Optimization exercise on an open flow, not production practice.
RTL: at most simulated, not proved equivalent.
Power: default activity.

==> flow/design.v (outline; a module is shown in full before it is edited, if it fits) <==
// module xyolo_lane: 735 lines
// module xyolo_fa: 4 lines
// module xyolo_ha: 4 lines
// module xyolo_lanes: 171 lines
module xyolo_lanes
#(
  parameter int DATA_W   = xyolo_lanes_pkg::c_DATA_W,
  parameter int N_LANES  = xyolo_lanes_pkg::c_N_LANES,
  parameter int SHIFT_W  = xyolo_lanes_pkg::c_SHIFT_W,
  parameter int CNT_W    = xyolo_lanes_pkg::c_CNT_W,
  parameter int LEAKY_SH = xyolo_lanes_pkg::c_LEAKY_SH
) (
  input  logic                      clk,
  input  logic                      rst,
  input  logic                      start,
  input  logic [CNT_W-1:0]          cfg_n_acc,
  input  logic [CNT_W-1:0]          cfg_n_out,
  input  logic [2:0]                cfg_mp_win,
  input  logic                      cfg_bias,
  input  logic                      cfg_leaky,
  input  logic                      cfg_maxpool,
  input  logic                      cfg_bypass,
  input  logic [SHIFT_W-1:0]        cfg_shift,
  input  logic                      in_valid,
  output logic                      in_ready,
  input  logic [N_LANES*DATA_W-1:0] in_pixel,
  input  logic [N_LANES*DATA_W-1:0] in_weight,
  input  logic [N_LANES*DATA_W-1:0] in_bias,
  output logic                      out_valid,
  input  logic                      out_ready,
  output logic [N_LANES*DATA_W-1:0] out_data,
  output logic                      busy,
  output logic                      done
);
  // ...
==> flow/flow/run.sh <==
#!/bin/bash
# Standard synthesis unchanged, then the standard layout steps with the
# timing repair asked to leave extra setup margin (so that it sizes the
# critical paths for a period well below the 10 ns constraint) and with
# plain buffers, rather than delay cells, on the ports.
set -euo pipefail
MARGIN=$(cat flow/margin.txt)
bash standard.sh synth > synth.log 2>&1
bash standard.sh SETUP_SLACK_MARGIN=$MARGIN \
  BUFFER_PORTS_ARGS="-buffer_cell sky130_fd_sc_hd__buf_1" finish > layout.log 2>&1
==> flow/flow/margin.txt <==
6.5
==> flow/standard.sh <==
#!/bin/bash
# synth_recipe.tcl (not shown) runs the flow's synth.tcl, then flattens the netlist and writes it again
# the make line also repeats each setting of config.mk as NAME=value (left out here)
make -C /OpenROAD-flow-scripts/flow DESIGN_CONFIG=/design/flow/config.mk WORK_HOME=/design/flow/orfs CLKGATE_MAP_FILE= SYNTH_SCRIPT=/design/flow/synth_recipe.tcl "${@:-finish}"
==> flow/config.mk <==
export PLATFORM = sky130hd
export DESIGN_NAME = xyolo_lanes
export DESIGN_NICKNAME = xyolo_lanes
export VERILOG_FILES = /design/flow/design.v
export SDC_FILE = /design/flow/constraint.sdc
export NUM_CORES = 4
export LEC_CHECK = 0
export ABC_AREA = 1
export CAP_MARGIN = 20
export CORE_MARGIN = 2
export CORE_UTILIZATION = 70
export CTS_CLUSTER_DIAMETER = 120
export CTS_CLUSTER_SIZE = 24
export PLACE_DENSITY = 0.8
export SLEW_MARGIN = 20
export SYNTH_HIERARCHICAL = 1
==> flow/constraint.sdc <==
create_clock -name core_clock -period 10.0 [get_ports {clk}]
set_input_delay 2.0000 -clock core_clock [delete_from_list [all_inputs] [get_ports {clk}]]
set_output_delay 2.0000 -clock core_clock [all_outputs]
set_load 0.01 [all_outputs]
==> results.txt, run 1 <==
post-route cell area=0.0716 mm^2; top cells by area in the synthesized netlist=sky130_fd_sc_hd__dfxtp_1, sky130_fd_sc_hd__fa_1, sky130_fd_sc_hd__edfxtp_1, sky130_fd_sc_hd__xor2_1, sky130_fd_sc_hd__nand2_1; met1 GRT Util=roughly half; total core area=between 0.09 and 0.1 mm^2; internal power=roughly 9.7 mW; largest net degree at the start of global routing=60; #FFs+latches synth=925; number of setup buffers added after CTS=48; worst slack on hold paths=roughly 0.33 ns; Final Hold Fails=0; worst setup slack after layout=6.47 ns; main power-consuming group=combinational logic; Tap Count=about 1300; DP Cell Count=a little under 9000; met3 track utilization from global routing=roughly 7%; CTS Buffer Depth=3; worst-path cell with the longest stage delay=sky130_fd_sc_hd__fa_1; Switching Share=44.9%; most frequent cell on the critical path=sky130_fd_sc_hd__fa_1; critical path depth in cells=11; number of flip-flops and latches=925; outcome=no timing/DRC/antenna violations; Filler cells=6714; post-synth top area cell=sky130_fd_sc_hd__dfxtp_1; via count normalized by instance count=roughly 6.0; post-synthesis to final-layout area growth=8.69%; chip height=311 um; met1 routed wirelength after detailed routing=approximately 73000 um; switching power=7.94 mW; Antenna Diode Count=5; Synth async-reset ratio=0%; total number of vias=approximately 54000; met2 routed WL=roughly 84000 um; clk slew on worst S/H paths=0.10 ns; worst skew pair latency=a little under 0.7 ns; clk tree area frac=about 1.9%; kind of critical path=reg2reg; Seq/Total Area, Yosys=a little under a third; power share of the sequential group=between 30 and 40%; class of the tightest hold or removal check=reg2reg
Testbench counts, summed over its fixed seeds: cycles 40,467.
==> run 2, diff against run 1 <==
--- a/flow/config.mk
+++ b/flow/config.mk
@@ -9,8 +9,8 @@
 export CAP_MARGIN = 20
 export CORE_MARGIN = 2
-export CORE_UTILIZATION = 70
+export CORE_UTILIZATION = 60
 export CTS_CLUSTER_DIAMETER = 120
 export CTS_CLUSTER_SIZE = 24
-export PLACE_DENSITY = 0.8
+export PLACE_DENSITY = 0.7
 export SLEW_MARGIN = 20
 export SYNTH_HIERARCHICAL = 1
==> results.txt, run 2 <==
NumNets Final=9014 (was 8986); most instantiated cells after synthesis=sky130_fd_sc_hd__nand2_1, sky130_fd_sc_hd__inv_1, sky130_fd_sc_hd__dfxtp_1 (unchanged); syn avg cell area=8.68 um^2 (unchanged); Seq/Total Area, Yosys=31.9% (unchanged); crit path DAT=4.03 ns (was 4.07 ns); post-synth top area cell=sky130_fd_sc_hd__dfxtp_1 (unchanged); post-detailed-routing wire length=185000 um (was 184000 um); DRC=0 (unchanged); number of synthesis warnings=8 (unchanged); worst slack on hold paths=0.327 ns (was 0.330 ns); top register by number of flip-flops=g_lane.u_lane.r_acc (unchanged); setup repair after global routing missed its margin=true (unchanged); root buffer selected by CTS=sky130_fd_sc_hd__clkbuf_16 (unchanged); placer congestion estimate=0.967 (was 0.983); Final Hold Fails=0 (unchanged); leading register cell type out of synthesis=sky130_fd_sc_hd__dfxtp_1 (unchanged); total global routing overflow=0 (unchanged); via count normalized by instance count=5.72 (was 5.99); initial DRC count=4959 (was 6310); chip height=335 um (was 311 um); CTS Buffer Depth=3 (unchanged); CTS H-Tree Depth=2 (unchanged); number of hold buffers added after cts=0 (unchanged); class of the tightest hold or removal check=reg2reg (unchanged); combined area of the multi-input logic cells=0.0400 mm^2 (about the same); total clock buffers created by CTS=46 (unchanged); port bufs=300 (unchanged); destination of the worst register-to-register timing path=g_lane[0].u_lane.r_t1[18] (was g_lane[1].u_lane.r_t1[19]); max-cap violation count=0 (unchanged); flip-flop count of the largest register, all copies and words added=172 (unchanged); IR Drop Worst-Case VDD=156 uV (was 192 uV); largest registers=g_lane.u_lane.r_acc: 172 flops, g_lane.u_lane.r_t0: 124 flops, g_lane.u_lane.r_t1: 120 flops (unchanged); Final Setup Violations=0 (unchanged); largest net degree at the start of global routing=60 (unchanged); antenna-violating nets left=0 (unchanged); I/O pin cnt=301 (unchanged); most frequent cell after synthesis=sky130_fd_sc_hd__nand2_1 (unchanged); number of nets in the synthesized netlist=8764 (unchanged); slew at the pin with the worst max-slew slack=1.20 ns (was 1.25 ns); Initial Utilization=60.5% (was 70.6%); via count of the first global-routing pass=50800 (was 52600); Worst Setup Start Kind=register (unchanged); number of cells traversed by the worst register-to-register path=7 (was 11); initial antenna violation count=5 (was 8); Lkg Pwr=36.3 nW (was 36.0 nW); most common cell after layout, fill and taps aside=sky130_fd_sc_hd__nand2_1 (unchanged); Critical path destination=g_lane[0].u_lane.r_t1[18] (was g_lane[1].u_lane.r_t1[19]); Synth async-reset ratio=0% (unchanged); outcome=no timing/DRC/antenna violations (unchanged); wire length of the first global-routing pass=280000 um (was 282000 um); total number of vias=53200 (was 54500); CTS tree=done (unchanged); setup slack of the worst register-to-register path=6.53 ns (was 6.47 ns); number of enable-type register cells in the synthesized netlist=247 (unchanged); Pre-Repair DR Iteration Count=7 (was 10); first element of the critical path=g_lane[0].u_lane.r_x[15] (was g_lane[1].u_lane.r_y[3]); CP Data Required Time=10.56 ns (was 10.54 ns); Setup Slack @ Placement=5.33 ns (was 5.41 ns); Filler cells=9129 (was 6714); Final Util=66.3% (was 76.7%); wire length per cell=19.9 um (was 20.2 um); top cell type's share of synthesized area=20.6% (unchanged); worst r2r src=g_lane[0].u_lane.r_x[15] (was g_lane[1].u_lane.r_y[3]); worst skew pair latency=0.69 ns (was 0.68 ns); tightest slew margin relative to the limit=20.0% (was 16.1%); Critical Path End Type=register (unchanged); Max Freq=289 MHz (was 283 MHz); cell count after synthesis=7585 (unchanged); top library cells by usage in the layout, fill and taps aside=sky130_fd_sc_hd__nand2_1, sky130_fd_sc_hd__inv_1, sky130_fd_sc_hd__dfxtp_1 (unchanged); setup clock skew after layout=0.0335 ns (was 0.0316 ns); HPWL after detailed placement=136000 um (was 134000 um); kind of critical path=reg2reg (unchanged); setup TNS=0 ns (unchanged); Pwr per Cell Area=243 mW/mm^2 (was 247 mW/mm^2); #FFs+latches synth=925 (unchanged); unique cell type count in the Yosys netlist=55 (unchanged); clk slew on worst S/H paths=0.10 ns (about the same); Chip Width=335 um (was 311 um); area of the mapped netlist=0.0659 mm^2 (unchanged); Tot GR Track Use=31.8% (was 36.6%); post-synthesis to final-layout area growth=9.57% (was 8.69%); worst setup slack after layout=6.53 ns (was 6.47 ns); number of clock sinks=925 (unchanged); total core area=0.109 mm^2 (was 0.0933 mm^2); clock period minus worst slack=3.47 ns (was 3.53 ns); max-slew violations=0 (unchanged); area occupied by registers=0.0211 mm^2 (about the same); layout cells sized above 1=8.02% (was 7.62%); fin crit share=34.7% (was 35.3%); overall die area=0.112 mm^2 (was 0.0966 mm^2); top cells by area in the synthesized netlist=sky130_fd_sc_hd__dfxtp_1, sky130_fd_sc_hd__fa_1, sky130_fd_sc_hd__edfxtp_1, sky130_fd_sc_hd__xor2_1, sky130_fd_sc_hd__nand2_1 (unchanged); worst-path fanout max=11 (was 15); FP Rows=121 (was 112)
-- run 2: kinds of logic (layout without fill, tap and decap cells) --
group           after synthesis  after routing  share of synthesized area, %
mux                          44             44                         0.669
other cells                   0              6                             0
buf+inv                    1378           1661                          8.50
compound gates             1388           1388                          12.4
xor+xnor                    637            637                          8.47
flops                       925            925                          31.9
fa+ha+maj                   946            946                          24.2
simple gates               2267           2267                          13.9
-- run 2: cell type report --
type | count | share of cell area, %
Multi-Input combinational cell | 5282 | 55.4
Antenna cell | 6 | 0.0208
Inverter | 1023 | 5.44
Clock inverter | 6 | 0.0954
Timing Repair inverter | 5 | 0.0381
Timing Repair Buffer | 552 | 5.41
Sequential cell | 925 | 29.3
Clock buffer | 75 | 1.86
Tap cell | 1414 | 2.45
-- run 2: metal layers --
layer  GRT usage [%]  vias to the layer above  wire length, um
met5               0                        -                0
met4            11.8                        0             7620
met3            4.48                      393            15300
met2            50.7                     2318            83600
met1            44.2                    25200            78600
li1                -                    25200                -
-- run 2: worst min-delay path by stage --
stage,startpoint,endpoint,slack (ns),cells past startpoint
global placement,f1_jl,f2_jl,0.31,0
finish,g_lane[0].u_lane.r_ld0,g_lane[0].u_lane.r_ld1,0.33,0
floorplan,g_lane[0].u_lane.r_ld0,g_lane[0].u_lane.r_ld1,0.31,0
CTS,g_lane[0].u_lane.r_ld0,g_lane[0].u_lane.r_ld1,0.33,0
detailed placement,g_lane[3].u_lane.r_ld0,g_lane[3].u_lane.r_ld1,0.31,0
global route,g_lane[0].u_lane.r_ld0,g_lane[0].u_lane.r_ld1,0.33,0
-- run 2: modules after synthesis, one instance, submodules excluded, a selection --
| module | cells | cell area, um^2 |
|---|---|---|
| xyolo_ha | 1 | 12.5 |
| xyolo_fa | 1 | 20.0 |
| xyolo_lanes | 441 | 3890 |
-- run 2: through the flow --
step	cells	instance area, um^2	power [mW]
6_report	9288	72200	17.5
5_1_grt	9282	72100	19.2
4_1_cts	9149	70000	17.4
3_5_place_dp	9010	67500	15.1
3_3_place_gp	9009	67500	14.7
2_1_floorplan	7585	65900	12.7
-- run 2: where the power goes --
group,total [mW],switching [mW],internal (mW)
Combinational,9.78,5.93,3.85
Sequential,5.52,0.576,4.94
Clock,2.23,1.29,0.943
-- run 2: repair_timing --
action | 4_1_cts | 5_1_grt
resized for setup | 166 | 241
setup buffers | 56 | 106
cloned | 2 | 26
pin swaps | 12 | 70
endpoints found under the setup margin | 353 | 274
-- run 2: critical path: stages, from the launching register on --
cell and delay (ns):
sky130_fd_sc_hd__dfxtp_1 0.51, sky130_fd_sc_hd__clkinvlp_4 0.38, sky130_fd_sc_hd__o22ai_1 0.29, sky130_fd_sc_hd__xor2_1 0.30, sky130_fd_sc_hd__fa_1 0.48, sky130_fd_sc_hd__fa_1 0.46, sky130_fd_sc_hd__fa_1 0.53, sky130_fd_sc_hd__fa_1 0.41
==> run 3, diff against run 2 <==
--- a/flow/flow/run.sh
+++ b/flow/flow/run.sh
@@ -8,3 +8,3 @@
 bash standard.sh synth > synth.log 2>&1
 bash standard.sh SETUP_SLACK_MARGIN=$MARGIN \
-  BUFFER_PORTS_ARGS="-buffer_cell sky130_fd_sc_hd__buf_1" finish > layout.log 2>&1
+  BUFFER_PORTS_ARGS="-buffer_cell sky130_fd_sc_hd__buf_2" finish > layout.log 2>&1
--- a/flow/config.mk
+++ b/flow/config.mk
@@ -9,8 +9,7 @@
 export CAP_MARGIN = 20
 export CORE_MARGIN = 2
-export CORE_UTILIZATION = 60
+export CORE_UTILIZATION = 50
 export CTS_CLUSTER_DIAMETER = 120
 export CTS_CLUSTER_SIZE = 24
-export PLACE_DENSITY = 0.7
 export SLEW_MARGIN = 20
 export SYNTH_HIERARCHICAL = 1
==> results.txt, run 3 <==
post-synthesis to final-layout area growth=11.0% (was 9.57%); setup TNS=0 ns (unchanged); unique cell type count in the Yosys netlist=55 (unchanged); Final Hold Fails=0 (unchanged); setup clock skew after layout=0.0275 ns (was 0.0335 ns); worst setup slack after layout=6.51 ns (was 6.53 ns); clock period minus worst slack=3.49 ns (was 3.47 ns); Lkg Pwr=37.1 nW (was 36.3 nW); CP delay by family, top=adder cells (unchanged); wire length of the first global-routing pass=286000 um (was 280000 um); top cell type's share of synthesized area=20.6% (unchanged); max incr delay on CP=0.53 ns (about the same); tightest slew margin relative to the limit=32.8% (was 20.0%); total buffers and inverters traversed by the critical path=3 (was 1); total number of vias=52200 (was 53200); IR Drop Worst-Case VDD=154 uV (was 156 uV); max-slew violations=0 (unchanged); initial DRC count=4710 (was 4959); CTS Buffer Depth=3 (unchanged); I/O pin cnt=301 (unchanged); CTS H-Tree Depth=2 (unchanged); Pre-Repair DR Iteration Count=6 (was 7); wire length per cell=19.5 um (was 19.9 um); FP Rows=133 (was 121); #FFs+latches synth=925 (unchanged); post-synth top area cell=sky130_fd_sc_hd__dfxtp_1 (unchanged); layout cells sized above 1=11.8% (was 8.02%); Final Setup Violations=0 (unchanged); number of clock sinks=925 (unchanged); number of nets in the synthesized netlist=8764 (unchanged); port bufs=300 (unchanged); via count of the first global-routing pass=50800 (about the same); total global routing overflow=0 (unchanged); flip-flop count of the largest register, all copies and words added=172 (unchanged); top cells by area in the synthesized netlist=sky130_fd_sc_hd__dfxtp_1, sky130_fd_sc_hd__fa_1, sky130_fd_sc_hd__edfxtp_1, sky130_fd_sc_hd__xor2_1, sky130_fd_sc_hd__nand2_1 (unchanged); cell count after synthesis=7585 (unchanged); most frequent cell on the critical path=sky130_fd_sc_hd__fa_1 (unchanged); top library cells by usage in the layout, fill and taps aside=sky130_fd_sc_hd__nand2_1, sky130_fd_sc_hd__inv_1, sky130_fd_sc_hd__dfxtp_1 (unchanged); total core area=0.131 mm^2 (was 0.109 mm^2); kind of critical path=reg2reg (unchanged); antenna-violating nets left=0 (unchanged); placer congestion estimate=0.920 (was 0.967); fin crit share=34.9% (was 34.7%); Synth async-reset ratio=0% (unchanged); slew at the pin with the worst max-slew slack=1.00 ns (was 1.20 ns); Max Freq=286 MHz (was 289 MHz); Tot GR Track Use=26.8% (was 31.8%); top register by number of flip-flops=g_lane.u_lane.r_acc (unchanged); worst path cell trace=buf_12, nand2_1, inv_1, nor2_4, inv_2, o22ai_1, xor2_1, fa_1, fa_1, fa_1, fa_1 (was clkinvlp_4, o22ai_1, xor2_1, fa_1, fa_1, fa_1, fa_1); root buffer selected by CTS=sky130_fd_sc_hd__clkbuf_16 (unchanged); via count normalized by instance count=5.43 (was 5.72); Critical Path End Type=register (unchanged); number of enable-type register cells in the synthesized netlist=247 (unchanged); Setup Slack @ Placement=5.28 ns (was 5.33 ns); initial antenna violation count=4 (was 5); leading register cell type out of synthesis=sky130_fd_sc_hd__dfxtp_1 (unchanged); Worst Setup Start Kind=register (unchanged); worst skew pair latency=0.68 ns (was 0.69 ns); overall die area=0.135 mm^2 (was 0.112 mm^2); CP Data Required Time=10.57 ns (was 10.56 ns); largest net degree at the start of global routing=60 (unchanged); Pwr per Cell Area=240 mW/mm^2 (was 243 mW/mm^2); outcome=no timing/DRC/antenna violations (unchanged); max-cap violation count=0 (unchanged); class of the tightest hold or removal check=reg2reg (unchanged); Seq/Total Area, Yosys=31.9% (unchanged); NumNets Final=9009 (was 9014); chip height=367 um (was 335 um); most instantiated cells after synthesis=sky130_fd_sc_hd__nand2_1, sky130_fd_sc_hd__inv_1, sky130_fd_sc_hd__dfxtp_1 (unchanged); clk slew on worst S/H paths=0.10 ns (about the same); setup repair after global routing missed its margin=true (unchanged); post-detailed-routing wire length=187000 um (was 185000 um); syn avg cell area=8.68 um^2 (unchanged); DRC=0 (unchanged); number of hold buffers added after cts=0 (unchanged); area of the mapped netlist=0.0659 mm^2 (unchanged); most common cell after layout, fill and taps aside=sky130_fd_sc_hd__nand2_1 (unchanged); CTS tree=done (unchanged); worst-path cell with the longest stage delay=sky130_fd_sc_hd__fa_1 (unchanged); HPWL after detailed placement=139000 um (was 136000 um); worst-path fanout max=11 (unchanged); most frequent cell after synthesis=sky130_fd_sc_hd__nand2_1 (unchanged); largest registers=g_lane.u_lane.r_acc: 172 flops, g_lane.u_lane.r_t0: 124 flops, g_lane.u_lane.r_t1: 120 flops (unchanged); Chip Width=367 um (was 335 um); crit path DAT=4.06 ns (was 4.03 ns); total clock buffers created by CTS=47 (was 46); number of synthesis warnings=8 (unchanged); Initial Utilization=50.2% (was 60.5%)
[run 3: power breakdown]
group          internal, mW  switching, mW  leakage, nW
logic                  3.84           5.88         28.4
clock network          1.00           1.32        0.720
registers              4.94          0.573         7.97
[run 3: logic make-up (layout without fill, tap and decap cells)]
group	after synthesis	after routing	share of synthesized area (%)
buffers and inverters	1378	1659	8.50
XOR/XNOR	637	637	8.47
AND/OR/NAND/NOR	2267	2267	13.9
flip-flops	925	925	31.9
multiplexers	44	44	0.669
adder cells (fa/ha/maj)	946	946	24.2
AO/OA/AOI/OAI	1388	1388	12.4
other	0	1	0
[run 3: modules after synthesis, one instance, submodules excluded, a selection]
module | copies in the design | area, um^2 | flip-flops and latches | cells inside
xyolo_fa | 464 | 20.0 | 0 | 1
xyolo_ha | 76 | 12.5 | 0 | 1
xyolo_lanes | 1 | 3890 | 81 | 441
[run 3: layout make-up]
cell class,instances,area (um^2)
clock inverter,10,153
antenna,1,2.50
timing repair inverter,7,42.5
timing repair buffer,544,4330
multi-input combinational,5282,40000
clock buffer,75,1340
sequential,925,21100
inverter,1023,3930
tap,1755,2200
fill,12200,58000
[run 3: worst paths after layout]
| kind | startpoint | endpoint | slack (ns) | depth (start not counted) |
|---|---|---|---|---|
| worst min register to register | g_lane[3].u_lane.r_ld0 | g_lane[3].u_lane.r_ld1 | 0.33 | 0 |
| worst max-delay path | g_lane[2].u_lane.r_y[3] | g_lane[2].u_lane.r_t1[15] | 6.51 | 11 |
| worst max register to register | g_lane[2].u_lane.r_y[3] | g_lane[2].u_lane.r_t1[15] | 6.51 | 11 |
| worst min-delay path | g_lane[3].u_lane.r_ld0 | g_lane[3].u_lane.r_ld1 | 0.33 | 0 |
[run 3: worst register-to-register path: stages, from the launching register on]
cell and delay [ns]:
sky130_fd_sc_hd__dfxtp_2 0.37, sky130_fd_sc_hd__buf_12 0.16, sky130_fd_sc_hd__nand2_1 0.13, sky130_fd_sc_hd__inv_1 0.09, sky130_fd_sc_hd__nor2_4 0.16, sky130_fd_sc_hd__inv_2 0.12, sky130_fd_sc_hd__o22ai_1 0.21, sky130_fd_sc_hd__xor2_1 0.25
sky130_fd_sc_hd__fa_1 0.49, sky130_fd_sc_hd__fa_1 0.46, sky130_fd_sc_hd__fa_1 0.53, sky130_fd_sc_hd__fa_1 0.41
[run 3: repair_timing]
| action | in CTS | in global routing |
|---|---|---|
| endpoints found under the setup margin | 318 | 229 |
| setup buffers | 46 | 92 |
| pin swaps | 11 | 72 |
| gates resized for setup | 140 | 276 |
| cloned | 6 | 25 |
[run 3: metal layers]
metal	part of all wire, %	track usage (%)	up-vias
met5	0	0	-
met4	3.4	8.68	0
met3	6.3	3.29	278
met2	46	43.1	1729
met1	45	37.6	25000
li1	-	-	25200
[run 3: stage by stage]
step	hold slack [ns]	power (mW)	util, %	area, um^2	std cells
2_1_floorplan	0.310	12.7	-	65900	7585
3_5_place_dp	0.312	15.1	52.2	68500	9367
4_1_cts	0.332	17.5	54.2	71000	9504
5_1_grt	0.334	19.3	55.7	73100	9622
6_report	0.331	17.6	55.7	73100	9622
3_3_place_gp	0.310	14.8	52.2	68400	9365
==> run 4, diff against run 3 <==
--- a/flow/config.mk
+++ b/flow/config.mk
@@ -7,9 +7,10 @@
 export LEC_CHECK = 0
 export ABC_AREA = 1
-export CAP_MARGIN = 20
+export CAP_MARGIN = 10
 export CORE_MARGIN = 2
-export CORE_UTILIZATION = 50
+export CORE_UTILIZATION = 60
 export CTS_CLUSTER_DIAMETER = 120
 export CTS_CLUSTER_SIZE = 24
-export SLEW_MARGIN = 20
+export PLACE_DENSITY = 0.7
+export SLEW_MARGIN = 10
 export SYNTH_HIERARCHICAL = 1
==> results.txt, run 4 <==
kind of critical path=reg2reg (unchanged); I/O pin cnt=301 (unchanged); unique cell type count in the Yosys netlist=55 (unchanged); Max Freq=285 MHz (was 286 MHz); cell count after synthesis=7585 (unchanged); setup TNS=0 ns (unchanged); total buffers and inverters traversed by the critical path=2 (was 3); port bufs=300 (unchanged); tightest slew margin relative to the limit=14.1% (was 32.8%); setup clock skew after layout=0.0293 ns (was 0.0275 ns); crit path DAT=4.14 ns (was 4.06 ns); post-route cell area=0.0726 mm^2 (was 0.0731 mm^2); number of enable-type register cells in the synthesized netlist=247 (unchanged); DRC=0 (unchanged); IR Drop Worst-Case VDD=178 uV (was 154 uV); Chip Width=335 um (was 367 um); post-detailed-routing wire length=184000 um (was 187000 um); worst path cell trace=buf_4, nor2_2, inv_1, nor2_1, o21ai_0, o2111a_1, nor4b_1, nand2_1 (was buf_12, nand2_1, inv_1, nor2_4, inv_2, o22ai_1, xor2_1, fa_1, fa_1, fa_1, fa_1); wire length per cell=19.9 um (was 19.5 um); FP Rows=121 (was 133); top library cells by usage in the layout, fill and taps aside=sky130_fd_sc_hd__nand2_1, sky130_fd_sc_hd__inv_1, sky130_fd_sc_hd__dfxtp_1 (unchanged); initial antenna violation count=7 (was 4); max-cap violation count=0 (unchanged); leading register cell type out of synthesis=sky130_fd_sc_hd__dfxtp_1 (unchanged); syn avg cell area=8.68 um^2 (unchanged); most common cell after layout, fill and taps aside=sky130_fd_sc_hd__nand2_1 (unchanged); post-synthesis to final-layout area growth=10.2% (was 11.0%); top cells by area in the synthesized netlist=sky130_fd_sc_hd__dfxtp_1, sky130_fd_sc_hd__fa_1, sky130_fd_sc_hd__edfxtp_1, sky130_fd_sc_hd__xor2_1, sky130_fd_sc_hd__nand2_1 (unchanged); HPWL after detailed placement=135000 um (was 139000 um); fin crit share=35.1% (was 34.9%); number of hold buffers added after cts=0 (unchanged); clock period minus worst slack=3.51 ns (was 3.49 ns); overall die area=0.112 mm^2 (was 0.135 mm^2); setup repair after global routing missed its margin=true (unchanged); max incr delay on CP=1.02 ns (was 0.53 ns); CP delay by family, top=simple AND/OR/NAND/NOR gates (was adder cells); most frequent cell after synthesis=sky130_fd_sc_hd__nand2_1 (unchanged); clk slew on worst S/H paths=0.10 ns (about the same); Critical Path End Type=register (unchanged); worst skew pair latency=0.68 ns (about the same); placer congestion estimate=0.973 (was 0.920); worst-path cell with the longest stage delay=sky130_fd_sc_hd__nor2_1 (was sky130_fd_sc_hd__fa_1); flip-flop count of the largest register, all copies and words added=172 (unchanged); worst-path fanout max=16 (was 11); wire length of the first global-routing pass=280000 um (was 286000 um); CTS H-Tree Depth=2 (unchanged); antenna-violating nets left=0 (unchanged); Pre-Repair DR Iteration Count=8 (was 6); Synth async-reset ratio=0% (unchanged); Seq/Total Area, Yosys=31.9% (unchanged); total global routing overflow=0 (unchanged); number of nets in the synthesized netlist=8764 (unchanged); top cell type's share of synthesized area=20.6% (unchanged); top register by number of flip-flops=g_lane.u_lane.r_acc (unchanged); most instantiated cells after synthesis=sky130_fd_sc_hd__nand2_1, sky130_fd_sc_hd__inv_1, sky130_fd_sc_hd__dfxtp_1 (unchanged); largest registers=g_lane.u_lane.r_acc: 172 flops, g_lane.u_lane.r_t0: 124 flops, g_lane.u_lane.r_t1: 120 flops (unchanged); #FFs+latches synth=925 (unchanged); area after detailed placement=0.0679 mm^2 (was 0.0685 mm^2); area of the mapped netlist=0.0659 mm^2 (unchanged); via count normalized by instance count=5.74 (was 5.43); number of synthesis warnings=8 (unchanged); total number of vias=53200 (was 52200); root buffer selected by CTS=sky130_fd_sc_hd__clkbuf_16 (unchanged); Final Hold Fails=0 (unchanged); total core area=0.109 mm^2 (was 0.131 mm^2); slew at the pin with the worst max-slew slack=1.28 ns (was 1.00 ns); NumNets Final=9007 (was 9009); initial DRC count=5441 (was 4710); max-slew violations=0 (unchanged); Initial Utilization=60.5% (was 50.2%); CTS Buffer Depth=3 (unchanged); Lkg Pwr=37.1 nW (about the same); Filler cells=9121 (was 12200); total chip power=17.5 mW (was 17.6 mW); Worst Setup Start Kind=register (unchanged); CP Data Required Time=10.63 ns (was 10.57 ns); via count of the first global-routing pass=51200 (was 50800); chip height=335 um (was 367 um); Final Setup Violations=0 (unchanged); post-synth top area cell=sky130_fd_sc_hd__dfxtp_1 (unchanged); class of the tightest hold or removal check=reg2reg (unchanged); outcome=no timing/DRC/antenna violations (unchanged); total clock buffers created by CTS=46 (was 47); Pwr per Cell Area=241 mW/mm^2 (was 240 mW/mm^2); Tot GR Track Use=31.6% (was 26.8%); layout cells sized above 1=11.8% (about the same); largest net degree at the start of global routing=69 (was 60); CTS tree=done (unchanged); number of clock sinks=925 (unchanged)
[run 4: cell counts after synthesis]
Identical to the previous run, type by type.
[run 4: final cells by class]
class                           instances  area [um^2]  area share, %
Clock buffer                           74         1320           1.82
Tap cell                             1414         1770           2.44
Inverter                             1023         3940           5.43
Multi-Input combinational cell       5282        40100           55.2
Antenna cell                            4         10.0         0.0138
Timing Repair Buffer                  545         4220           5.82
Timing Repair inverter                  5         27.5         0.0379
Clock inverter                          7         83.8          0.116
Sequential cell                       925        21100           29.1
[run 4: power by group]
group,total (mW),switching [mW],internal [mW]
clock,2.21,1.27,0.940
combinational,9.75,5.90,3.85
sequential,5.52,0.572,4.94
total,17.5,7.74,9.73
[run 4: through the flow]
step	utilization [%]	setup WS, ns	hold slack [ns]	std cells
2_1_floorplan	-	6.42	0.310	7585
3_3_place_gp	62.4	5.38	0.310	9011
3_5_place_dp	62.4	5.36	0.312	9011
4_1_cts	64.7	6.45	0.315	9150
5_1_grt	66.7	6.39	0.316	9275
6_report	66.7	6.49	0.312	9279
[run 4: modules after synthesis (local to each module, per instance), a selection]
module,area [um^2],flip-flops and latches,cells,times used
xyolo_lanes,3890,81,441,1
xyolo_fa,20.0,0,1,464
xyolo_ha,12.5,0,1,76
[run 4: routing by layer]
metal  vias to the layer above  global-route usage, %  wire length (um)
met5                         -                      0                32
li1                      25200                      -                 -
met2                      2352                   50.8             83200
met1                     25200                   43.6             77800
met4                         4                   10.6              7590
met3                       419                   5.13             15600
[run 4: kinds of logic (layout without fill, tap and decap cells)]
group           Yosys count  in the layout  share of synthesized area (%)
compound gates         1388           1388                           12.4
fa+ha+maj               946            946                           24.2
buf+inv                1378           1654                           8.50
xor+xnor                637            637                           8.47
simple gates           2267           2267                           13.9
flops                   925            925                           31.9
mux                      44             44                          0.669
other cells               0              4                              0
[run 4: what timing repair did]
item,in CTS,in global routing
endpoints found under the setup margin,325,237
pin swaps,17,75
cloned,3,27
resized for setup,156,267
setup buffers,55,98
[run 4: final timing paths]
check,from,end,slack [ns],cells past startpoint
max,r_shift[4],g_lane[0].u_lane.r_big,6.49,8
min,g_lane[2].u_lane.r_ld0,g_lane[2].u_lane.r_ld1,0.31,0
max reg2reg,r_shift[4],g_lane[0].u_lane.r_big,6.49,8
min reg2reg,g_lane[2].u_lane.r_ld0,g_lane[2].u_lane.r_ld1,0.31,0
==> run 5, diff against run 4 <==
==> flow/flow/margin.txt (replaced) <==
6.6
--- a/flow/config.mk
+++ b/flow/config.mk
@@ -7,5 +7,5 @@
 export LEC_CHECK = 0
 export ABC_AREA = 1
-export CAP_MARGIN = 10
+export CAP_MARGIN = 20
 export CORE_MARGIN = 2
 export CORE_UTILIZATION = 60
@@ -13,4 +13,4 @@
 export CTS_CLUSTER_SIZE = 24
 export PLACE_DENSITY = 0.7
-export SLEW_MARGIN = 10
+export SLEW_MARGIN = 20
 export SYNTH_HIERARCHICAL = 1
==> results.txt, run 5 <==
NumNets Final=9081 (was 9007); Final Setup Violations=0 (unchanged); clk slew on worst S/H paths=0.10 ns (about the same); Initial Utilization=60.5% (unchanged); outcome=no timing/DRC/antenna violations (unchanged); Chip Width=335 um (unchanged); most common cell after layout, fill and taps aside=sky130_fd_sc_hd__nand2_1 (unchanged); first element of the critical path=g_lane[2].u_lane.r_pool[1] (was r_shift[4]); flip-flop count of the largest register, all copies and words added=172 (unchanged); Setup Slack @ Placement=5.31 ns (was 5.36 ns); clock share of power=12.6% (about the same); layout cells sized above 1=14.6% (was 11.8%); max-slew violations=0 (unchanged); antenna-violating nets left=0 (unchanged); top cell type's share of synthesized area=20.6% (unchanged); via count of the first global-routing pass=51700 (was 51200); worst setup slack after layout=6.52 ns (was 6.49 ns); top cells by area in the synthesized netlist=sky130_fd_sc_hd__dfxtp_1, sky130_fd_sc_hd__fa_1, sky130_fd_sc_hd__edfxtp_1, sky130_fd_sc_hd__xor2_1, sky130_fd_sc_hd__nand2_1 (unchanged); IR Drop Worst-Case VDD=188 uV (was 178 uV); FP Rows=121 (unchanged); destination of the worst register-to-register timing path=g_lane[0].u_lane.r_t1[16] (was g_lane[0].u_lane.r_big); total buffers and inverters traversed by the critical path=1 (was 2); worst path cell trace=buf_2 (was buf_4, nor2_2, inv_1, nor2_1, o21ai_0, o2111a_1, nor4b_1, nand2_1); CP Data Required Time=8.00 ns (was 10.63 ns); post-synth top area cell=sky130_fd_sc_hd__dfxtp_1 (unchanged); kind of critical path=reg2out (was reg2reg); largest registers=g_lane.u_lane.r_acc: 172 flops, g_lane.u_lane.r_t0: 124 flops, g_lane.u_lane.r_t1: 120 flops (unchanged); CP delay by family, top=flip-flops (was simple AND/OR/NAND/NOR gates); Switching Share=44.3% (about the same); setup repair after global routing missed its margin=true (unchanged); tightest slew margin relative to the limit=26.8% (was 14.1%); overall die area=0.112 mm^2 (unchanged); clock period minus worst slack=3.48 ns (was 3.51 ns); root buffer selected by CTS=sky130_fd_sc_hd__clkbuf_16 (unchanged); total clock buffers created by CTS=46 (unchanged); fin crit share=34.8% (was 35.1%); unique cell type count in the Yosys netlist=55 (unchanged); final std cells w/o fill=9353 (was 9279); via count normalized by instance count=5.75 (was 5.74); crit path DAT=1.48 ns (was 4.14 ns); #FFs+latches synth=925 (unchanged); DRC=0 (unchanged); area of the mapped netlist=0.0659 mm^2 (unchanged); slew at the pin with the worst max-slew slack=1.09 ns (was 1.28 ns); worst-path fanout max=2 (was 16); worst skew pair latency=0.68 ns (about the same); Filler cells=8930 (was 9121); Pre-Repair DR Iteration Count=6 (was 8); post-synthesis to final-layout area growth=12.4% (was 10.2%); wire length per cell=20.0 um (was 19.9 um); Synth async-reset ratio=0% (unchanged); Worst Setup Start Kind=register (unchanged); total core area=0.109 mm^2 (unchanged); most frequent cell after synthesis=sky130_fd_sc_hd__nand2_1 (unchanged); total global routing overflow=0 (unchanged); class of the tightest hold or removal check=reg2reg (unchanged); Final Hold Fails=0 (unchanged); number of synthesis warnings=8 (unchanged); port bufs=300 (unchanged); number of hold buffers added after cts=0 (unchanged); Comb power frac=56.5% (was 55.8%); number of clock sinks=925 (unchanged); Critical Path End Type=output port (was register); top library cells by usage in the layout, fill and taps aside=sky130_fd_sc_hd__nand2_1, sky130_fd_sc_hd__inv_1, sky130_fd_sc_hd__dfxtp_1 (unchanged); top register by number of flip-flops=g_lane.u_lane.r_acc (unchanged); DP Cell Count=9007 (was 9011); critical path depth in cells=1 (was 8); total number of vias=53800 (was 53200); number of cells traversed by the worst register-to-register path=11 (was 8); most instantiated cells after synthesis=sky130_fd_sc_hd__nand2_1, sky130_fd_sc_hd__inv_1, sky130_fd_sc_hd__dfxtp_1 (unchanged); combined area of the multi-input logic cells=0.0407 mm^2 (was 0.0401 mm^2); setup slack of the worst register-to-register path=6.56 ns (was 6.49 ns); HPWL after detailed placement=136000 um (was 135000 um); CTS tree=done (unchanged); power share of the sequential group=30.9% (was 31.6%); cell count after synthesis=7585 (unchanged); syn avg cell area=8.68 um^2 (unchanged); setup clock skew after layout=0.0239 ns (was 0.0293 ns); switching power=7.88 mW (was 7.74 mW); I/O pin cnt=301 (unchanged); Critical path destination=out_data[33] (was g_lane[0].u_lane.r_big); initial antenna violation count=8 (was 7); area occupied by registers=0.0212 mm^2 (was 0.0211 mm^2); internal power=9.92 mW (was 9.73 mW); Final Util=68.0% (was 66.7%); Lkg Pwr=37.5 nW (was 37.1 nW); worst-path cell with the longest stage delay=sky130_fd_sc_hd__edfxtp_1 (was sky130_fd_sc_hd__nor2_1); chip height=335 um (unchanged); total chip power=17.8 mW (was 17.5 mW); number of enable-type register cells in the synthesized netlist=247 (unchanged); wire length of the first global-routing pass=283000 um (was 280000 um); max-cap violation count=0 (unchanged); max incr delay on CP=0.59 ns (was 1.02 ns); Tot GR Track Use=32.0% (was 31.6%); CTS Buffer Depth=3 (unchanged); Max Freq=288 MHz (was 285 MHz); worst r2r src=g_lane[0].u_lane.r_y[5] (was r_shift[4]); initial DRC count=5137 (was 5441); number of nets in the synthesized netlist=8764 (unchanged); largest net degree at the start of global routing=68 (was 69); CTS H-Tree Depth=2 (unchanged); Pwr per Cell Area=240 mW/mm^2 (was 241 mW/mm^2); leading register cell type out of synthesis=sky130_fd_sc_hd__dfxtp_1 (unchanged); setup TNS=0 ns (unchanged); placer congestion estimate=0.979 (was 0.973); Seq/Total Area, Yosys=31.9% (unchanged); post-detailed-routing wire length=187000 um (was 184000 um)
run 5: cell counts after synthesis:
No cell type changed its count.
run 5: worst min path at each step:
stage / from / endpoint / cells after the start
floorplan: g_lane[0].u_lane.r_ld0 / g_lane[0].u_lane.r_ld1 / 0
global placement: g_lane[3].u_lane.r_ld0 / g_lane[3].u_lane.r_ld1 / 0
detailed placement: g_lane[1].u_lane.r_ld0 / g_lane[1].u_lane.r_ld1 / 0
CTS: f2_jl / f3_jl / 0
global route: g_lane[1].u_lane.r_ld0 / g_lane[1].u_lane.r_ld1 / 0
finish: f2_jl / f3_jl / 0
run 5: logic make-up after synthesis:
| logic type | after synthesis | synth area share, % |
|---|---|---|
| and+or+nand+nor | 2267 | 13.9 |
| adders and majority gates | 946 | 24.2 |
| xor gates and xnor gates | 637 | 8.47 |
| muxes | 44 | 0.669 |
| buffers and inverters | 1378 | 8.50 |
| AOI/OAI and AO/OA | 1388 | 12.4 |
| DFF | 925 | 31.9 |
run 5: per-stage QoR:
stage	hold slack, ns	area (um^2)
after floorplan	0.310	65900
after global placement	0.310	67900
after detailed placement	0.313	67900
after CTS	0.325	71200
after global routing	0.335	74000
final	0.325	74000
run 5: area by class of cell:
type / count / area share (%)
timing repair buffer: 615 / 6.64
timing repair inverter: 9 / 0.0710
multi-input combinational: 5282 / 55.0
inverter: 1023 / 5.34
antenna: 4 / 0.0135
clock buffer: 75 / 1.84
sequential: 925 / 28.6
clock inverter: 6 / 0.0879
tap: 1414 / 2.39
run 5: power by group through the flow:
| stage | clock network, mW | logic (mW) | registers [mW] |
|---|---|---|---|
| final | 2.24 | 10.1 | 5.50 |
| after global placement | 0 | 9.11 | 5.58 |
| after floorplan | 0 | 7.30 | 5.36 |
| after CTS | 2.29 | 9.64 | 5.49 |
| after detailed placement | 0 | 9.48 | 5.59 |
| after global routing | 2.41 | 11.5 | 5.58 |
run 5: per-layer routing:
layer	GRT usage (%)	share of wire [%]
met1	43.6	42
met2	50.8	45
met3	5.47	8.5
met4	12.9	4.5
met5	0	0.025
run 5: what timing repair did:
item | CTS | global route
pin swaps | 41 | 129
cloned | 7 | 33
hold endpoints to repair | 0 | 0
gates resized for setup | 230 | 392
endpoints found under the setup margin | 396 | 215
setup buffers | 99 | 122
run 5: Yosys stat by module (local to each module, per instance), excerpt:
module       area, um^2  cells  flops+latches  times used
xyolo_lanes        3890    441             81           1
xyolo_ha           12.5      1              0          76
xyolo_fa           20.0      1              0         464
==> run 6, diff against run 5 <==
==> flow/flow/margin.txt (replaced) <==
6.4
==> results.txt, run 6 <==
switching power=7.69 mW (was 7.88 mW); Lkg Pwr=36.4 nW (was 37.5 nW); largest registers=g_lane.u_lane.r_acc: 172 flops, g_lane.u_lane.r_t0: 124 flops, g_lane.u_lane.r_t1: 120 flops (unchanged); setup clock skew after layout=0.0313 ns (was 0.0239 ns); top register by number of flip-flops=g_lane.u_lane.r_acc (unchanged); slew at the pin with the worst max-slew slack=1.31 ns (was 1.09 ns); setup TNS=0 ns (unchanged); fin crit share=35.4% (was 34.8%); power share of the sequential group=31.8% (was 30.9%); Critical Path End Type=register (was output port); met3 track utilization from global routing=5.09% (was 5.47%); Seq/Total Area, Yosys=31.9% (unchanged); post-synth top area cell=sky130_fd_sc_hd__dfxtp_1 (unchanged); most frequent cell after synthesis=sky130_fd_sc_hd__nand2_1 (unchanged); total core area=0.109 mm^2 (unchanged); Comb power frac=55.9% (was 56.5%); post-synthesis mux area share=0.669% (unchanged); Antenna Diode Count=0 (was 4); CTS tree=done (unchanged); unique cell type count in the Yosys netlist=55 (unchanged); port bufs=300 (unchanged); cell count after synthesis=7585 (unchanged); antenna-violating nets left=0 (unchanged); top library cells by usage in the layout, fill and taps aside=sky130_fd_sc_hd__nand2_1, sky130_fd_sc_hd__inv_1, sky130_fd_sc_hd__dfxtp_1 (unchanged); top cells by area in the synthesized netlist=sky130_fd_sc_hd__dfxtp_1, sky130_fd_sc_hd__fa_1, sky130_fd_sc_hd__edfxtp_1, sky130_fd_sc_hd__xor2_1, sky130_fd_sc_hd__nand2_1 (unchanged); CP Data Required Time=10.53 ns (was 8.00 ns); number of clock sinks=925 (unchanged); NumNets Final=8905 (was 9081); setup repair after global routing missed its margin=false (was true); total number of vias=52400 (was 53800); number of nets in the synthesized netlist=8764 (unchanged); Synth async-reset ratio=0% (unchanged); destination of the worst register-to-register timing path=g_lane[0].u_lane.r_t1[16] (unchanged); most common cell after layout, fill and taps aside=sky130_fd_sc_hd__nand2_1 (unchanged); post-synthesis to final-layout area growth=7.68% (was 12.4%); internal power=9.61 mW (was 9.92 mW); largest net degree at the start of global routing=60 (was 68); chip height=335 um (unchanged); clock period minus worst slack=3.54 ns (was 3.48 ns); Pre-Repair DR Iteration Count=6 (unchanged); initial DRC count=4530 (was 5137); area after detailed placement=0.0679 mm^2 (about the same); worst-path fanout max=21 (was 2); crit path DAT=4.07 ns (was 1.48 ns); IR Drop Worst-Case VDD=145 uV (was 188 uV); post-synthesis compound-gate area fraction=12.4% (unchanged); number of cells traversed by the worst register-to-register path=12 (was 11); total chip power=17.3 mW (was 17.8 mW); number of hold buffers added after cts=0 (unchanged); outcome=no timing/DRC/antenna violations (unchanged); met2 global-route usage=50.5% (was 50.8%); CTS H-Tree Depth=2 (unchanged); I/O pin cnt=301 (unchanged); post-route cell area=0.0709 mm^2 (was 0.0740 mm^2); DRC=0 (unchanged); first element of the critical path=g_lane[0].u_lane.r_y[3] (was g_lane[2].u_lane.r_pool[1]); max-slew violations=0 (unchanged); Worst Setup Start Kind=register (unchanged); leading register cell type out of synthesis=sky130_fd_sc_hd__dfxtp_1 (unchanged); Final Setup Violations=0 (unchanged); post-detailed-routing wire length=181000 um (was 187000 um); clock share of power=12.2% (was 12.6%); wire length per cell=19.7 um (was 20.0 um); largest family of logic cells by synthesized area=adder cells (unchanged); Pwr per Cell Area=244 mW/mm^2 (was 240 mW/mm^2); Chip Width=335 um (unchanged); via count of the first global-routing pass=50600 (was 51700); via count normalized by instance count=5.72 (was 5.75); class of the tightest hold or removal check=reg2reg (unchanged); overall die area=0.112 mm^2 (unchanged); post-synthesis share of cell area spent on full adders, half adders and majority gates=24.2% (unchanged); root buffer selected by CTS=sky130_fd_sc_hd__clkbuf_16 (unchanged); area of the mapped netlist=0.0659 mm^2 (unchanged); initial antenna violation count=8 (unchanged); top cell type's share of synthesized area=20.6% (unchanged); number of enable-type register cells in the synthesized netlist=247 (unchanged); met1 GRT Util=44.2% (was 43.6%); FP Rows=121 (unchanged); number of synthesis warnings=8 (unchanged); xor-xnor portion of the synthesized cell area=8.47% (unchanged); layout cells sized above 1=9.42% (was 14.6%); tightest slew margin relative to the limit=12.8% (was 26.8%); worst skew pair latency=0.67 ns (was 0.68 ns); Final Util=65.2% (was 68.0%); total global routing overflow=0 (unchanged); Critical path destination=g_lane[0].u_lane.r_t1[16] (was out_data[33]); HPWL after detailed placement=137000 um (was 136000 um); Max Freq=283 MHz (was 288 MHz); Final Hold Fails=0 (unchanged); wire length of the first global-routing pass=280000 um (was 283000 um); Switching Share=44.5% (was 44.3%); Tot GR Track Use=31.6% (was 32.0%); Simple-Gate Fraction of Synth Area=13.9% (unchanged); kind of critical path=reg2reg (was reg2out); worst r2r src=g_lane[0].u_lane.r_y[3] (was g_lane[0].u_lane.r_y[5]); max-cap violation count=0 (unchanged); total clock buffers created by CTS=45 (was 46); syn avg cell area=8.68 um^2 (unchanged); setup slack of the worst register-to-register path=6.46 ns (was 6.56 ns); placer congestion estimate=0.974 (was 0.979); clk slew on worst S/H paths=0.09 ns (was 0.10 ns); Initial Utilization=60.5% (unchanged); #FFs+latches synth=925 (unchanged); most instantiated cells after synthesis=sky130_fd_sc_hd__nand2_1, sky130_fd_sc_hd__inv_1, sky130_fd_sc_hd__dfxtp_1 (unchanged); global-route layer with the greatest usage=met2 (unchanged); CTS Buffer Depth=3 (unchanged); flip-flop count of the largest register, all copies and words added=172 (unchanged)
-- run 6: cell counts after synthesis --
Identical to the previous run, type by type.
-- run 6: worst min-delay path by stage --
stage | slack [ns] | end | from | cells after the start
floorplan | 0.31 | g_lane[0].u_lane.r_ld1 | g_lane[0].u_lane.r_ld0 | 0
global placement | 0.31 | g_lane[1].u_lane.r_ld1 | g_lane[1].u_lane.r_ld0 | 0
detailed placement | 0.31 | g_lane[2].u_lane.r_ld1 | g_lane[2].u_lane.r_ld0 | 0
CTS | 0.32 | f1_gf | f0_gf | 0
global route | 0.33 | g_lane[0].u_lane.r_ld1 | g_lane[0].u_lane.r_ld0 | 0
finish | 0.33 | f1_gf | f0_gf | 0
-- run 6: modules after synthesis (local to each module, per instance), excerpt --
module	cells	flip-flops and latches	copies in the design
xyolo_fa	1	0	464
xyolo_lanes	441	81	1
xyolo_ha	1	0	76
-- run 6: cells by family (layout without fill, tap and decap cells) --
group / count (synthesis) / after routing
AOI/OAI and AO/OA: 1388 / 1388
xor gates and xnor gates: 637 / 637
adders and majority gates: 946 / 946
buffers and inverters: 1378 / 1546
DFF: 925 / 925
muxes: 44 / 44
and+or+nand+nor: 2267 / 2267
-- run 6: critical path: stages, from the launching register on --
cell                         delay (ns)
sky130_fd_sc_hd__dfxtp_1           0.34
sky130_fd_sc_hd__buf_12            0.17
sky130_fd_sc_hd__nand2_1           0.13
sky130_fd_sc_hd__inv_1             0.09
sky130_fd_sc_hd__nor2_4            0.14
sky130_fd_sc_hd__clkinvlp_4        0.09
sky130_fd_sc_hd__buf_4             0.17
sky130_fd_sc_hd__o22ai_1           0.18
sky130_fd_sc_hd__xor2_1            0.23
sky130_fd_sc_hd__fa_1              0.48
sky130_fd_sc_hd__fa_2              0.41
sky130_fd_sc_hd__fa_1              0.57
sky130_fd_sc_hd__fa_1              0.42
-- run 6: timing repair --
item	CTS	global route
pin swaps	5	40
gates resized for setup	107	159
setup buffers	19	52
endpoints found under the setup margin	306	213
hold endpoints to repair	0	0
cloned	0	10
-- run 6: area by class of cell --
cell class / instances / area, um^2
clock buffer: 70 / 1240
clock inverter: 4 / 41.3
fill: 9328 / 37900
inverter: 1023 / 3910
multi-input combinational: 5282 / 39700
sequential: 925 / 21100
tap: 1414 / 1770
timing repair buffer: 447 / 3190
timing repair inverter: 2 / 10.0
-- run 6: power groups by stage --
stage | Clock (mW) | Combinational (mW) | Sequential, mW
after global placement | 0 | 9.11 | 5.58
after floorplan | 0 | 7.30 | 5.36
after detailed placement | 0 | 9.51 | 5.59
final | 2.12 | 9.68 | 5.51
after global routing | 2.29 | 11.1 | 5.59
after CTS | 2.18 | 9.59 | 5.50
-- run 6: routing by layer --
layer / share of wire (%) / vias up / wire [um]
met2: 46 / 2004 / 82700
li1: - / 25000 / -
met4: 3.5 / 2 / 6350
met1: 43 / 25100 / 77900
met3: 7.8 / 323 / 14100
met5: 0.0061 / - / 11
-- run 6: per-stage QoR --
| stage | setup slack, ns | hold WS (ns) | std cells |
|---|---|---|---|
| after floorplan | 6.42 | 0.310 | 7585 |
| after global placement | 5.47 | 0.311 | 9010 |
| after detailed placement | 5.38 | 0.312 | 9012 |
| after CTS | 6.39 | 0.324 | 9105 |
| after global routing | 6.34 | 0.333 | 9167 |
| final | 6.46 | 0.329 | 9167 |
==> run 7, diff against run 6 <==
==> flow/flow/margin.txt (replaced) <==
6.5
==> results.txt, run 7 <==
placer congestion estimate=0.973 (was 0.974); crit path DAT=3.98 ns (was 4.07 ns); Synth async-reset ratio=0% (unchanged); final std cells w/o fill=9276 (was 9167); number of enable-type register cells in the synthesized netlist=247 (unchanged); root buffer selected by CTS=sky130_fd_sc_hd__clkbuf_16 (unchanged); layout cells sized above 1=11.5% (was 9.42%); Final Util=66.6% (was 65.2%); Lkg Pwr=37.1 nW (was 36.4 nW); most frequent cell after synthesis=sky130_fd_sc_hd__nand2_1 (unchanged); worst setup slack after layout=6.56 ns (was 6.46 ns); largest net degree at the start of global routing=69 (was 60); CTS tree=done (unchanged); Critical Path End Type=register (unchanged); cell count after synthesis=7585 (unchanged); IR Drop Worst-Case VDD=203 uV (was 145 uV); Max Freq=290 MHz (was 283 MHz); antenna-violating nets left=0 (unchanged); Pre-Repair DR Iteration Count=6 (unchanged); post-route cell area=0.0725 mm^2 (was 0.0709 mm^2); max-slew violations=0 (unchanged); worst-path fanout max=11 (was 21); largest registers=g_lane.u_lane.r_acc: 172 flops, g_lane.u_lane.r_t0: 124 flops, g_lane.u_lane.r_t1: 120 flops (unchanged); CP Data Required Time=10.54 ns (was 10.53 ns); top cell type's share of synthesized area=20.6% (unchanged); number of nets in the synthesized netlist=8764 (unchanged); chip height=335 um (unchanged); worst-path cell with the longest stage delay=sky130_fd_sc_hd__fa_1 (unchanged); setup repair after global routing missed its margin=true (was false); max incr delay on CP=0.54 ns (was 0.57 ns); Pwr per Cell Area=242 mW/mm^2 (was 244 mW/mm^2); fin crit share=34.4% (was 35.4%); max-cap violation count=0 (unchanged); most common cell after layout, fill and taps aside=sky130_fd_sc_hd__nand2_1 (unchanged); Tot GR Track Use=31.7% (was 31.6%); leading register cell type out of synthesis=sky130_fd_sc_hd__dfxtp_1 (unchanged); DRC=0 (unchanged); CP delay by family, top=adder cells (unchanged); overall die area=0.112 mm^2 (unchanged); area of the mapped netlist=0.0659 mm^2 (unchanged); class of the tightest hold or removal check=reg2reg (unchanged); port bufs=300 (unchanged); Seq/Total Area, Yosys=31.9% (unchanged); initial antenna violation count=6 (was 8); wire length per cell=19.9 um (was 19.7 um); worst skew pair latency=0.68 ns (was 0.67 ns); I/O pin cnt=301 (unchanged); top cells by area in the synthesized netlist=sky130_fd_sc_hd__dfxtp_1, sky130_fd_sc_hd__fa_1, sky130_fd_sc_hd__edfxtp_1, sky130_fd_sc_hd__xor2_1, sky130_fd_sc_hd__nand2_1 (unchanged); total global routing overflow=0 (unchanged); Chip Width=335 um (unchanged); total buffers and inverters traversed by the critical path=3 (was 4); setup TNS=0 ns (unchanged); CTS H-Tree Depth=2 (unchanged); post-detailed-routing wire length=185000 um (was 181000 um); HPWL after detailed placement=135000 um (was 137000 um); syn avg cell area=8.68 um^2 (unchanged); top register by number of flip-flops=g_lane.u_lane.r_acc (unchanged); area after detailed placement=0.0679 mm^2 (about the same); top library cells by usage in the layout, fill and taps aside=sky130_fd_sc_hd__nand2_1, sky130_fd_sc_hd__inv_1, sky130_fd_sc_hd__dfxtp_1 (unchanged); DP Cell Count=9011 (was 9012); Final Hold Fails=0 (unchanged); most instantiated cells after synthesis=sky130_fd_sc_hd__nand2_1, sky130_fd_sc_hd__inv_1, sky130_fd_sc_hd__dfxtp_1 (unchanged); outcome=no timing/DRC/antenna violations (unchanged); via count normalized by instance count=5.75 (was 5.72); post-synth top area cell=sky130_fd_sc_hd__dfxtp_1 (unchanged); worst path cell trace=buf_12, nor2_2, nor2_2, inv_2, buf_4, o22ai_1, xor2_1, fa_1, fa_1, fa_1, fa_1 (was buf_12, nand2_1, inv_1, nor2_4, clkinvlp_4, buf_4, o22ai_1, xor2_1, fa_1, fa_2, fa_1, fa_1); number of synthesis warnings=8 (unchanged); Setup Slack @ Placement=5.34 ns (was 5.38 ns); clk slew on worst S/H paths=0.09 ns (about the same); initial DRC count=5087 (was 4530); via count of the first global-routing pass=51300 (was 50600); post-synthesis to final-layout area growth=10.1% (was 7.68%); Worst Setup Start Kind=register (unchanged); #FFs+latches synth=925 (unchanged); NumNets Final=9006 (was 8905); clock period minus worst slack=3.44 ns (was 3.54 ns); total clock buffers created by CTS=46 (was 45); CTS Buffer Depth=3 (unchanged); most frequent cell on the critical path=sky130_fd_sc_hd__fa_1 (unchanged); unique cell type count in the Yosys netlist=55 (unchanged); worst slack on hold paths=0.316 ns (was 0.329 ns); tightest slew margin relative to the limit=19.6% (was 12.8%); wire length of the first global-routing pass=280000 um (about the same); total number of vias=53300 (was 52400); FP Rows=121 (unchanged); flip-flop count of the largest register, all copies and words added=172 (unchanged); total core area=0.109 mm^2 (unchanged); number of clock sinks=925 (unchanged); Final Setup Violations=0 (unchanged); slew at the pin with the worst max-slew slack=1.20 ns (was 1.31 ns); kind of critical path=reg2reg (unchanged); setup clock skew after layout=0.0456 ns (was 0.0313 ns); Initial Utilization=60.5% (unchanged); total chip power=17.5 mW (was 17.3 mW)
==> run 7: cell count changes in the layout (fill, tap and decap cells not counted), moves of 9 or more <==
cell and change:
sky130_fd_sc_hd__buf_12 +9, sky130_fd_sc_hd__o21ai_1 +12, sky130_fd_sc_hd__dfxtp_4 +9, sky130_fd_sc_hd__o21ai_0 -13, sky130_fd_sc_hd__nor2_2 +9, sky130_fd_sc_hd__inv_1 -11, sky130_fd_sc_hd__dfxtp_1 -18, sky130_fd_sc_hd__o22ai_1 -10
sky130_fd_sc_hd__nand2_2 +9, sky130_fd_sc_hd__nor2_1 -15, sky130_fd_sc_hd__clkbuf_16 +17, sky130_fd_sc_hd__buf_4 +74, sky130_fd_sc_hd__dfxtp_2 +9, sky130_fd_sc_hd__o22ai_2 +10
==> run 7: worst register-to-register path: stages (launching register included) <==
cell                      delay (ns)
sky130_fd_sc_hd__dfxtp_2        0.37
sky130_fd_sc_hd__buf_12         0.16
sky130_fd_sc_hd__nor2_2         0.21
sky130_fd_sc_hd__nor2_2         0.09
sky130_fd_sc_hd__inv_2          0.19
sky130_fd_sc_hd__buf_4          0.17
sky130_fd_sc_hd__o22ai_1        0.08
sky130_fd_sc_hd__xor2_1         0.19
sky130_fd_sc_hd__fa_1           0.43
sky130_fd_sc_hd__fa_1           0.49
sky130_fd_sc_hd__fa_1           0.54
sky130_fd_sc_hd__fa_1           0.40
==> run 7: metal layers <==
metal	vias to the layer above	track usage [%]	share of wire (%)
li1	25200	-	-
met1	25400	43.7	42
met2	2299	50.1	45
met3	403	5.15	8.4
met4	2	12.3	4.5
met5	-	0	0.0070
==> run 7: area by class of cell <==
| class | count | area (um^2) |
|---|---|---|
| clock inverters | 6 | 66.3 |
| multi-input cells | 5282 | 40000 |
| repair inverters | 5 | 25.0 |
| inverters | 1023 | 3930 |
| clock buffers | 75 | 1330 |
| well taps | 1414 | 1770 |
| flip-flops and latches | 925 | 21100 |
| diodes | 2 | 5.00 |
| fillers | 9143 | 36300 |
| repair buffers | 544 | 4310 |
==> run 7: kinds of logic (layout without fill, tap and decap cells) <==
group | after synthesis | count (layout) | share of synthesized area, %
multiplexers | 44 | 44 | 0.669
buffers and inverters | 1378 | 1653 | 8.50
flip-flops | 925 | 925 | 31.9
AO/OA/AOI/OAI | 1388 | 1388 | 12.4
adder cells (fa/ha/maj) | 946 | 946 | 24.2
other | 0 | 2 | 0
AND/OR/NAND/NOR | 2267 | 2267 | 13.9
XOR/XNOR | 637 | 637 | 8.47
==> run 7: where the power goes <==
part | switching, mW | total, mW | internal [mW] | leakage, nW
Clock | 1.28 | 2.21 | 0.935 | 0.674
Sequential | 0.569 | 5.51 | 4.94 | 7.97
Combinational | 5.93 | 9.80 | 3.86 | 28.4
==> run 7: modules after synthesis (local to each module, per instance), a selection <==
module	copies in the design	area, um^2	flip-flops and latches
xyolo_ha	76	12.5	0
xyolo_lanes	1	3890	81
xyolo_fa	464	20.0	0
==> run 7: path summary, 6_finish.rpt <==
path | start | to | slack [ns] | cells past startpoint
setup / recovery | g_lane[3].u_lane.r_y[7] | g_lane[3].u_lane.r_t1[21] | 6.56 | 11
setup reg to reg | g_lane[3].u_lane.r_y[7] | g_lane[3].u_lane.r_t1[21] | 6.56 | 11
hold / removal | g_lane[0].u_lane.r_ld0 | g_lane[0].u_lane.r_ld1 | 0.32 | 0
hold reg to reg | g_lane[0].u_lane.r_ld0 | g_lane[0].u_lane.r_ld1 | 0.32 | 0
==> run 7: what timing repair did <==
item | 4_1_cts | 5_1_grt
pin swaps | 14 | 66
gates cloned | 3 | 27
hold buffers | 0 | 0
gates resized for setup | 146 | 243
buffers inserted | 50 | 100
endpoints found under the setup margin | 322 | 233
==> run 8, diff against run 7 <==
--- a/flow/config.mk
+++ b/flow/config.mk
@@ -12,4 +12,5 @@
 export CTS_CLUSTER_DIAMETER = 120
 export CTS_CLUSTER_SIZE = 24
+export GPL_ROUTABILITY_DRIVEN = 0
 export PLACE_DENSITY = 0.7
 export SLEW_MARGIN = 20
==> results.txt, run 8 <==
chip height=335 um (unchanged); Comb power frac=56.2% (was 55.9%); via count of the first global-routing pass=50900 (was 51300); top cell type's share of synthesized area=20.6% (unchanged); Final Setup Violations=0 (unchanged); I/O pin cnt=301 (unchanged); clock period minus worst slack=3.45 ns (was 3.44 ns); tightest slew margin relative to the limit=23.6% (was 19.6%); post-synthesis to final-layout area growth=9.14% (was 10.1%); NumNets Final=8972 (was 9006); top library cells by usage in the layout, fill and taps aside=sky130_fd_sc_hd__nand2_1, sky130_fd_sc_hd__inv_1, sky130_fd_sc_hd__dfxtp_1 (unchanged); layout cells sized above 1=10.9% (was 11.5%); worst slack on hold paths=0.329 ns (was 0.316 ns); destination of the worst register-to-register timing path=g_lane[3].u_lane.r_t1[19] (was g_lane[3].u_lane.r_t1[21]); Initial Utilization=60.5% (unchanged); most frequent cell after synthesis=sky130_fd_sc_hd__nand2_1 (unchanged); initial DRC count=6006 (was 5087); class of the tightest hold or removal check=reg2reg (unchanged); via count normalized by instance count=5.80 (was 5.75); flip-flop count of the largest register, all copies and words added=172 (unchanged); max-cap violation count=0 (unchanged); unique cell type count in the Yosys netlist=55 (unchanged); kind of critical path=reg2reg (unchanged); first element of the critical path=g_lane[3].u_lane.r_y[9] (was g_lane[3].u_lane.r_y[7]); slew at the pin with the worst max-slew slack=1.13 ns (was 1.20 ns); wire length per cell=19.5 um (was 19.9 um); Synth async-reset ratio=0% (unchanged); Hold EP=f2_gf (was g_lane[0].u_lane.r_ld1); top cells by area in the synthesized netlist=sky130_fd_sc_hd__dfxtp_1, sky130_fd_sc_hd__fa_1, sky130_fd_sc_hd__edfxtp_1, sky130_fd_sc_hd__xor2_1, sky130_fd_sc_hd__nand2_1 (unchanged); largest net degree at the start of global routing=67 (was 69); CP Data Required Time=10.55 ns (was 10.54 ns); worst hold stages=0 (unchanged); most common cell after layout, fill and taps aside=sky130_fd_sc_hd__nand2_1 (unchanged); fin crit share=34.5% (was 34.4%); internal power=9.65 mW (was 9.74 mW); Worst Setup Start Kind=register (unchanged); setup TNS=0 ns (unchanged); clock share of power=12.1% (was 12.6%); total core area=0.109 mm^2 (unchanged); largest registers=g_lane.u_lane.r_acc: 172 flops, g_lane.u_lane.r_t0: 124 flops, g_lane.u_lane.r_t1: 120 flops (unchanged); leading register cell type out of synthesis=sky130_fd_sc_hd__dfxtp_1 (unchanged); top register by number of flip-flops=g_lane.u_lane.r_acc (unchanged); root buffer selected by CTS=sky130_fd_sc_hd__clkbuf_16 (unchanged); number of synthesis warnings=8 (unchanged); setup repair after global routing missed its margin=true (unchanged); most instantiated cells after synthesis=sky130_fd_sc_hd__nand2_1, sky130_fd_sc_hd__inv_1, sky130_fd_sc_hd__dfxtp_1 (unchanged); cell count after synthesis=7585 (unchanged); total number of vias=53700 (was 53300); post-detailed-routing wire length=180000 um (was 185000 um); crit path DAT=4.00 ns (was 3.98 ns); worst setup slack after layout=6.55 ns (was 6.56 ns); syn avg cell area=8.68 um^2 (unchanged); number of enable-type register cells in the synthesized netlist=247 (unchanged); Pwr per Cell Area=242 mW/mm^2 (about the same); Lkg Pwr=36.8 nW (was 37.1 nW); Switching Share=44.5% (was 44.4%); Max Freq=290 MHz (about the same); number of nets in the synthesized netlist=8764 (unchanged); initial antenna violation count=6 (unchanged); total clock buffers created by CTS=45 (was 46); Seq/Total Area, Yosys=31.9% (unchanged); number of cells traversed by the worst register-to-register path=11 (unchanged); overall die area=0.112 mm^2 (unchanged); worst-path fanout max=11 (unchanged); setup clock skew after layout=0.0368 ns (was 0.0456 ns); max-slew violations=0 (unchanged); outcome=no timing/DRC/antenna violations (unchanged); Final Hold Fails=0 (unchanged); DRC=0 (unchanged); Setup Slack @ Placement=5.34 ns (about the same); CTS tree=done (unchanged); FP Rows=121 (unchanged); number of clock sinks=925 (unchanged); antenna-violating nets left=0 (unchanged); worst skew pair latency=0.68 ns (about the same); post-synth top area cell=sky130_fd_sc_hd__dfxtp_1 (unchanged); Critical Path End Type=register (unchanged); #FFs+latches synth=925 (unchanged); Final Util=66.0% (was 66.6%); number of hold buffers added after cts=0 (unchanged); power share of the sequential group=31.6% (was 31.5%); total global routing overflow=0 (unchanged); area of the mapped netlist=0.0659 mm^2 (unchanged); HPWL after detailed placement=133000 um (was 135000 um); setup slack of the worst register-to-register path=6.55 ns (was 6.56 ns); launch instance of the worst min-delay path=f1_gf (was g_lane[0].u_lane.r_ld0); clk slew on worst S/H paths=0.10 ns (was 0.09 ns); Tot GR Track Use=30.8% (was 31.7%); Pre-Repair DR Iteration Count=6 (unchanged); IR Drop Worst-Case VDD=174 uV (was 203 uV); wire length of the first global-routing pass=274000 um (was 280000 um); Chip Width=335 um (unchanged); CTS H-Tree Depth=2 (unchanged); CTS Buffer Depth=3 (unchanged); worst r2r src=g_lane[3].u_lane.r_y[9] (was g_lane[3].u_lane.r_y[7]); port bufs=300 (unchanged); switching power=7.75 mW (was 7.78 mW)
==> run 8: cell counts after synthesis <==
Identical to the previous run, type by type.
==> run 8: routing by layer <==
layer	GRT usage, %	part of all wire [%]
met5	0	0.019
met4	13.2	5.2
met3	5.03	9.3
met2	47.9	44
met1	42.7	41
==> run 8: worst max-delay path, stage by stage, from the launching register on <==
cell                      delay (ns)
sky130_fd_sc_hd__dfxtp_2        0.41
sky130_fd_sc_hd__buf_12         0.17
sky130_fd_sc_hd__inv_1          0.10
sky130_fd_sc_hd__nand2_1        0.12
sky130_fd_sc_hd__o21ai_4        0.07
sky130_fd_sc_hd__buf_12         0.15
sky130_fd_sc_hd__o22ai_1        0.18
sky130_fd_sc_hd__xor2_1         0.33
sky130_fd_sc_hd__fa_1           0.47
sky130_fd_sc_hd__fa_1           0.41
sky130_fd_sc_hd__fa_1           0.53
sky130_fd_sc_hd__fa_1           0.40
==> run 8: layout make-up <==
| class | instances | area [um^2] |
|---|---|---|
| clock buffer | 74 | 1230 |
| timing repair inverter | 4 | 22.5 |
| tap | 1414 | 1770 |
| clock inverter | 6 | 47.5 |
| multi-input combinational | 5282 | 39900 |
| antenna | 3 | 7.51 |
| fill | 9093 | 37000 |
| inverter | 1023 | 3920 |
| timing repair buffer | 512 | 3890 |
| sequential | 925 | 21100 |
==> run 8: what timing repair did <==
action,CTS,global route
gates resized for setup,144,202
cloned,1,23
pin swaps,16,45
setup endpoints to repair,315,232
buffers inserted,49,85
==> run 8: modules after synthesis (local to each module, per instance), excerpt <==
module,cells,flops+latches,cell area [um^2],times used
xyolo_fa,1,0,20.0,464
xyolo_ha,1,0,12.5,76
xyolo_lanes,441,81,3890,1
==> run 8: through the flow <==
| stage | power, mW | area (um^2) | std cells |
|---|---|---|---|
| 2_1_floorplan | 12.7 | 65900 | 7585 |
| 3_3_place_gp | 14.7 | 67800 | 9001 |
| 3_5_place_dp | 15.1 | 67900 | 9002 |
| 4_1_cts | 17.3 | 70100 | 9132 |
| 5_1_grt | 19.0 | 71900 | 9240 |
| 6_report | 17.4 | 71900 | 9243 |
==> run 8: power groups by stage <==
stage          Clock (mW)  Sequential, mW  Combinational, mW
6_report             2.11            5.51               9.79
5_1_grt              2.28            5.59               11.2
4_1_cts              2.17            5.50               9.61
3_5_place_dp            0            5.59               9.53
3_3_place_gp            0            5.58               9.09
2_1_floorplan           0            5.36               7.30
==> run 8: how the worst max path moves through the flow <==
stage	to
global route	g_lane[1].u_lane.r_t1[19]
detailed placement	g_lane[0].u_lane.r_t1[16]
global placement	g_lane[2].u_lane.r_t1[18]
floorplan	g_lane[0].u_lane.r_b[0]
CTS	g_lane[0].u_lane.r_t1[17]
finish	g_lane[3].u_lane.r_t1[19]
==> run 8: cell families (layout without fill, tap and decap cells) <==
kind of cell / after synthesis / after routing / synth area share [%]
other: 0 / 3 / 0
multiplexers: 44 / 44 / 0.669
XOR/XNOR: 637 / 637 / 8.47
buffers and inverters: 1378 / 1619 / 8.50
AND/OR/NAND/NOR: 2267 / 2267 / 13.9
flip-flops: 925 / 925 / 31.9
AO/OA/AOI/OAI: 1388 / 1388 / 12.4
adder cells (fa/ha/maj): 946 / 946 / 24.2
